Context: an optimization exercise on an open-source flow, tuned for small area, a short achievable clock period and few clock cycles per item. The choices shown serve that exercise and are no tape-out recipe.
RTL that was checked went through simulation tests only; none was proved equivalent to the original.
No activity file was given, so power comes from the tool's default toggle rates.

// longest_job_first_scheduler
module longest_job_first_scheduler #(
    parameter int QUEUE_DEPTH = ljf_pkg::QUEUE_DEPTH
) (
    input  logic                              i_clk,
    input  logic                              i_rst_n,
    input  logic                              i_in_valid,
    output logic                              o_in_stall,
    input  logic                              i_operation,
    input  logic [ljf_pkg::IDENT_W-1:0]       i_job_ident,
    input  logic [ljf_pkg::LEN_W-1:0]         i_job_length,
    output logic                              o_out_valid,
    input  logic                              i_out_stall,
    output logic                              o_accepted,
    output logic                              o_dispatch_valid,
    output logic [ljf_pkg::IDENT_W-1:0]       o_dispatch_ident,
    output logic [ljf_pkg::TICK_W-1:0]        o_dispatch_wait,
    output logic                              o_finish_valid,
    output logic [ljf_pkg::IDENT_W-1:0]       o_finish_ident,
    output logic                              o_server_busy,
    output logic [ljf_pkg::COUNT_OUT_W-1:0]   o_waiting_count
);
Size in the first run: about 740 flip-flops, roughly 72 I/O pins, roughly 0.043 mm2 of cells after synthesis.
==> module longest_job_first_scheduler, before the edit <==
module longest_job_first_scheduler #(
    parameter int QUEUE_DEPTH = ljf_pkg::QUEUE_DEPTH
) (
    input  logic                              i_clk,
    input  logic                              i_rst_n,
    input  logic                              i_in_valid,
    output logic                              o_in_stall,
    input  logic                              i_operation,
    input  logic [ljf_pkg::IDENT_W-1:0]       i_job_ident,
    input  logic [ljf_pkg::LEN_W-1:0]         i_job_length,
    output logic                              o_out_valid,
    input  logic                              i_out_stall,
    output logic                              o_accepted,
    output logic                              o_dispatch_valid,
    output logic [ljf_pkg::IDENT_W-1:0]       o_dispatch_ident,
    output logic [ljf_pkg::TICK_W-1:0]        o_dispatch_wait,
    output logic                              o_finish_valid,
    output logic [ljf_pkg::IDENT_W-1:0]       o_finish_ident,
    output logic                              o_server_busy,
    output logic [ljf_pkg::COUNT_OUT_W-1:0]   o_waiting_count
);
    localparam int CNT_W = $clog2(QUEUE_DEPTH + 1);
    logic                         r_out_valid;
    logic [ljf_pkg::TICK_W-1:0]   r_tick;
    logic                         r_run_flag;
    logic [ljf_pkg::IDENT_W-1:0]  r_run_ident;
    logic [ljf_pkg::LEN_W-1:0]    r_run_left;
    logic [CNT_W-1:0]             r_count;
    logic                         n_run_flag;
    logic [ljf_pkg::IDENT_W-1:0]  n_run_ident;
    logic [ljf_pkg::LEN_W-1:0]    n_run_left;
    logic [CNT_W-1:0]             n_count;
    logic                         r_accepted;
    logic                         r_dispatch_valid;
    logic [ljf_pkg::IDENT_W-1:0]  r_dispatch_ident;
    logic [ljf_pkg::TICK_W-1:0]   r_dispatch_wait;
    logic                         r_finish_valid;
    logic [ljf_pkg::IDENT_W-1:0]  r_finish_ident;
    logic                         w_take;
    logic                         w_tick;
    logic                         w_insert;
    logic                         w_finish;
    logic                         w_dispatch;
    logic                         w_full;
    ljf_pkg::t_entry              w_head;
    ljf_pkg::t_entry              w_new;
    ljf_pkg::t_cell_cmd           w_cmd;
    assign o_in_stall = r_out_valid;
    assign w_take     = i_in_valid && !r_out_valid;
    assign w_tick     = (i_operation == ljf_pkg::OP_TICK);
    assign w_insert   = w_take && !w_tick && !w_full && (i_job_length != '0);
    assign w_finish   = w_take && w_tick && r_run_flag && (r_run_left == '0);
    assign w_dispatch = w_take && w_tick && (!r_run_flag || w_finish) && w_head.valid;
    assign w_new.valid   = 1'b1;
    assign w_new.ident   = i_job_ident;
    assign w_new.length  = i_job_length;
    assign w_new.arrival = r_tick;
    assign w_cmd.insert = w_insert;
    assign w_cmd.pop    = w_dispatch;
    ljf_chain #(
        .DEPTH (QUEUE_DEPTH)
    ) u_chain (
        .i_clk   (i_clk),
        .i_rst_n (i_rst_n),
        .i_cmd   (w_cmd),
        .i_new   (w_new),
        .o_head  (w_head),
        .o_full  (w_full)
    );
    always_comb begin
        n_run_flag  = r_run_flag;
        n_run_ident = r_run_ident;
        n_run_left  = r_run_left;
        n_count     = r_count;
        if (w_insert) begin
            n_count = r_count + CNT_W'(1);
        end
        if (w_take && w_tick) begin
            if (w_dispatch) begin
                n_run_flag  = 1'b1;
                n_run_ident = w_head.ident;
                n_run_left  = w_head.length - ljf_pkg::LEN_W'(1);
                n_count     = r_count - CNT_W'(1);
            end else if (w_finish) begin
                n_run_flag = 1'b0;
            end else if (r_run_flag) begin
                n_run_left = r_run_left - ljf_pkg::LEN_W'(1);
            end
        end
    end
    always_ff @(posedge i_clk) begin
        if (!i_rst_n) begin
            r_out_valid <= 1'b0;
            r_tick      <= '0;
            r_run_flag  <= 1'b0;
            r_run_ident <= '0;
            r_run_left  <= '0;
            r_count     <= '0;
        end else begin
            if (w_take) begin
                r_out_valid <= 1'b1;
            end else if (!i_out_stall) begin
                r_out_valid <= 1'b0;
            end
            if (w_take && w_tick) begin
                r_tick <= r_tick + ljf_pkg::TICK_W'(1);
            end
            r_run_flag  <= n_run_flag;
            r_run_ident <= n_run_ident;
            r_run_left  <= n_run_left;
            r_count     <= n_count;
        end
    end
    always_ff @(posedge i_clk) begin
        if (w_take) begin
            r_accepted       <= w_insert;
            r_dispatch_valid <= w_dispatch;
            r_dispatch_ident <= w_dispatch ? w_head.ident : '0;
            r_dispatch_wait  <= w_dispatch ? (r_tick - w_head.arrival) : '0;
            r_finish_valid   <= w_finish;
            r_finish_ident   <= w_finish ? r_run_ident : '0;
        end
    end
    assign o_out_valid      = r_out_valid;
    assign o_accepted       = r_accepted;
    assign o_dispatch_valid = r_dispatch_valid;
    assign o_dispatch_ident = r_dispatch_ident;
    assign o_dispatch_wait  = r_dispatch_wait;
    assign o_finish_valid   = r_finish_valid;
    assign o_finish_ident   = r_finish_ident;
    assign o_server_busy    = r_run_flag;
    assign o_waiting_count  = ljf_pkg::COUNT_OUT_W'(r_count);
endmodule
export LEC_CHECK = 0
export CAP_MARGIN = 20
export CORE_MARGIN = 4
export CORE_UTILIZATION = 40
export SLEW_MARGIN = 20
create_clock -name core_clock -period 5.5 [get_ports {i_clk}]
run.sh (not shown) runs the stock make flow with config.mk's settings and CLKGATE_MAP_FILE= SYNTH_SCRIPT=/design/flow/synth_recipe.tcl, a recipe that flattens the netlist after the stock synthesis.
Then changed:
--- a/flow/design.v
+++ b/flow/design.v
@@ -124,46 +124,51 @@
     output logic                              o_finish_valid,
     output logic [ljf_pkg::IDENT_W-1:0]       o_finish_ident,
     output logic                              o_server_busy,
     output logic [ljf_pkg::COUNT_OUT_W-1:0]   o_waiting_count
 );
     localparam int CNT_W = $clog2(QUEUE_DEPTH + 1);
+    logic                         r_a_valid;
+    logic                         r_a_tick;
+    logic                         r_a_lenok;
+    logic [ljf_pkg::IDENT_W-1:0]  r_a_ident;
+    logic [ljf_pkg::LEN_W-1:0]    r_a_length;
     logic                         r_out_valid;
     logic [ljf_pkg::TICK_W-1:0]   r_tick;
     logic                         r_run_flag;
+    logic                         r_run_free;    
     logic [ljf_pkg::IDENT_W-1:0]  r_run_ident;
     logic [ljf_pkg::LEN_W-1:0]    r_run_left;
     logic [CNT_W-1:0]             r_count;
     logic                         n_run_flag;
     logic [ljf_pkg::IDENT_W-1:0]  n_run_ident;
     logic [ljf_pkg::LEN_W-1:0]    n_run_left;
     logic [CNT_W-1:0]             n_count;
     logic                         r_accepted;
     logic                         r_dispatch_valid;
-    logic [ljf_pkg::IDENT_W-1:0]  r_dispatch_ident;
     logic [ljf_pkg::TICK_W-1:0]   r_dispatch_wait;
     logic                         r_finish_valid;
     logic [ljf_pkg::IDENT_W-1:0]  r_finish_ident;
+    logic                         w_go;
     logic                         w_take;
-    logic                         w_tick;
     logic                         w_insert;
     logic                         w_finish;
     logic                         w_dispatch;
     logic                         w_full;
     ljf_pkg::t_entry              w_head;
     ljf_pkg::t_entry              w_new;
     ljf_pkg::t_cell_cmd           w_cmd;
-    assign o_in_stall = r_out_valid;
-    assign w_take     = i_in_valid && !r_out_valid;
-    assign w_tick     = (i_operation == ljf_pkg::OP_TICK);
-    assign w_insert   = w_take && !w_tick && !w_full && (i_job_length != '0);
-    assign w_finish   = w_take && w_tick && r_run_flag && (r_run_left == '0);
-    assign w_dispatch = w_take && w_tick && (!r_run_flag || w_finish) && w_head.valid;
+    assign w_go       = r_a_valid && (!r_out_valid || !i_out_stall);
+    assign o_in_stall = r_a_valid && !w_go;
+    assign w_take     = i_in_valid && !o_in_stall;
+    assign w_insert   = w_go && !r_a_tick && !w_full && r_a_lenok;
+    assign w_finish   = w_go && r_a_tick && r_run_flag && r_run_free;
+    assign w_dispatch = w_go && r_a_tick && r_run_free && w_head.valid;
     assign w_new.valid   = 1'b1;
-    assign w_new.ident   = i_job_ident;
-    assign w_new.length  = i_job_length;
+    assign w_new.ident   = r_a_ident;
+    assign w_new.length  = r_a_length;
     assign w_new.arrival = r_tick;
     assign w_cmd.insert = w_insert;
     assign w_cmd.pop    = w_dispatch;
     ljf_chain #(
         .DEPTH (QUEUE_DEPTH)
     ) u_chain (
@@ -179,13 +184,13 @@
         n_run_ident = r_run_ident;
         n_run_left  = r_run_left;
         n_count     = r_count;
         if (w_insert) begin
             n_count = r_count + CNT_W'(1);
         end
-        if (w_take && w_tick) begin
+        if (w_go && r_a_tick) begin
             if (w_dispatch) begin
                 n_run_flag  = 1'b1;
                 n_run_ident = w_head.ident;
                 n_run_left  = w_head.length - ljf_pkg::LEN_W'(1);
                 n_count     = r_count - CNT_W'(1);
             end else if (w_finish) begin
@@ -194,47 +199,58 @@
                 n_run_left = r_run_left - ljf_pkg::LEN_W'(1);
             end
         end
     end
     always_ff @(posedge i_clk) begin
         if (!i_rst_n) begin
+            r_a_valid   <= 1'b0;
             r_out_valid <= 1'b0;
             r_tick      <= '0;
             r_run_flag  <= 1'b0;
-            r_run_ident <= '0;
-            r_run_left  <= '0;
+            r_run_free  <= 1'b1;
             r_count     <= '0;
         end else begin
             if (w_take) begin
+                r_a_valid <= 1'b1;
+            end else if (w_go) begin
+                r_a_valid <= 1'b0;
+            end
+            if (w_go) begin
                 r_out_valid <= 1'b1;
             end else if (!i_out_stall) begin
                 r_out_valid <= 1'b0;
             end
-            if (w_take && w_tick) begin
+            if (w_go && r_a_tick) begin
                 r_tick <= r_tick + ljf_pkg::TICK_W'(1);
             end
             r_run_flag  <= n_run_flag;
-            r_run_ident <= n_run_ident;
-            r_run_left  <= n_run_left;
+            r_run_free  <= !n_run_flag || (n_run_left == '0);
             r_count     <= n_count;
         end
     end
     always_ff @(posedge i_clk) begin
+        r_run_ident <= n_run_ident;
+        r_run_left  <= n_run_left;
         if (w_take) begin
+            r_a_tick   <= (i_operation == ljf_pkg::OP_TICK);
+            r_a_lenok  <= (i_job_length != '0);
+            r_a_ident  <= i_job_ident;
+            r_a_length <= i_job_length;
+        end
+        if (w_go) begin
             r_accepted       <= w_insert;
             r_dispatch_valid <= w_dispatch;
-            r_dispatch_ident <= w_dispatch ? w_head.ident : '0;
             r_dispatch_wait  <= w_dispatch ? (r_tick - w_head.arrival) : '0;
             r_finish_valid   <= w_finish;
             r_finish_ident   <= w_finish ? r_run_ident : '0;
         end
     end
     assign o_out_valid      = r_out_valid;
     assign o_accepted       = r_accepted;
     assign o_dispatch_valid = r_dispatch_valid;
-    assign o_dispatch_ident = r_dispatch_ident;
+    assign o_dispatch_ident = r_dispatch_valid ? r_run_ident : '0;
     assign o_dispatch_wait  = r_dispatch_wait;
     assign o_finish_valid   = r_finish_valid;
     assign o_finish_ident   = r_finish_ident;
     assign o_server_busy    = r_run_flag;
     assign o_waiting_count  = ljf_pkg::COUNT_OUT_W'(r_count);
 endmodule
The changed run went through all stages and came out clean.
Power shrinks by 8.1%.
Worst setup slack improves by 0.0046 ns.
Clock skew shrinks by 0.018 ns.
Design area barely changes.
Routed wire length shrinks by 15%.
Utilization barely changes.
Combinational power shrinks by 54%.
Via count shrinks by 7.7%.
Clock-buffer cell count stays the same.
Sequential share of layout area grows by 1.5 points.
First-iteration DRC count shrinks by 23%.
Testbench counts after the change, summed over its fixed seeds: cycles 12,016, items 12,000.
No functional check of the RTL was part of the first run of this note.

-- static timing again, ports no longer ideal --
The flow's constraints put no driver on any port. The routed layouts listed below were extracted and timed again, unchanged, in two steps. Step 1 (the two cells are an assumption about what drives the block):
set clk [get_ports {i_clk}]
set_driving_cell -lib_cell sky130_fd_sc_hd__clkbuf_16 $clk
set_driving_cell -lib_cell sky130_fd_sc_hd__buf_2 [delete_from_list [all_inputs] $clk]
Step 2, shift: input delay + t, output delay - t, t = (earliest + latest rising clock arrival at the registers) / 2. This alone moves slack from input paths to output paths. Slacks: no drivers / after step 1 / after step 2; pairs: no drivers / after step 1.
| run | t, ns | slack for setup (ns) | latest minus earliest clock arrival (ns) | worst slew at a driven data input, ns |
|---|---|---|---|---|
| the first run | 0.736 | 1.086 / 1.141 / 0.405 | 0.047 / 0.047 | 0.13 |
| the second run | 0.711 | 1.090 / 1.090 / 1.090 | 0.034 / 0.034 | 0.08 |
After both steps every run listed still meets setup and hold. For the first run, which loses most, drivers alone change the setup slack by +0.055 ns; drivers and shift together by -0.681 ns.
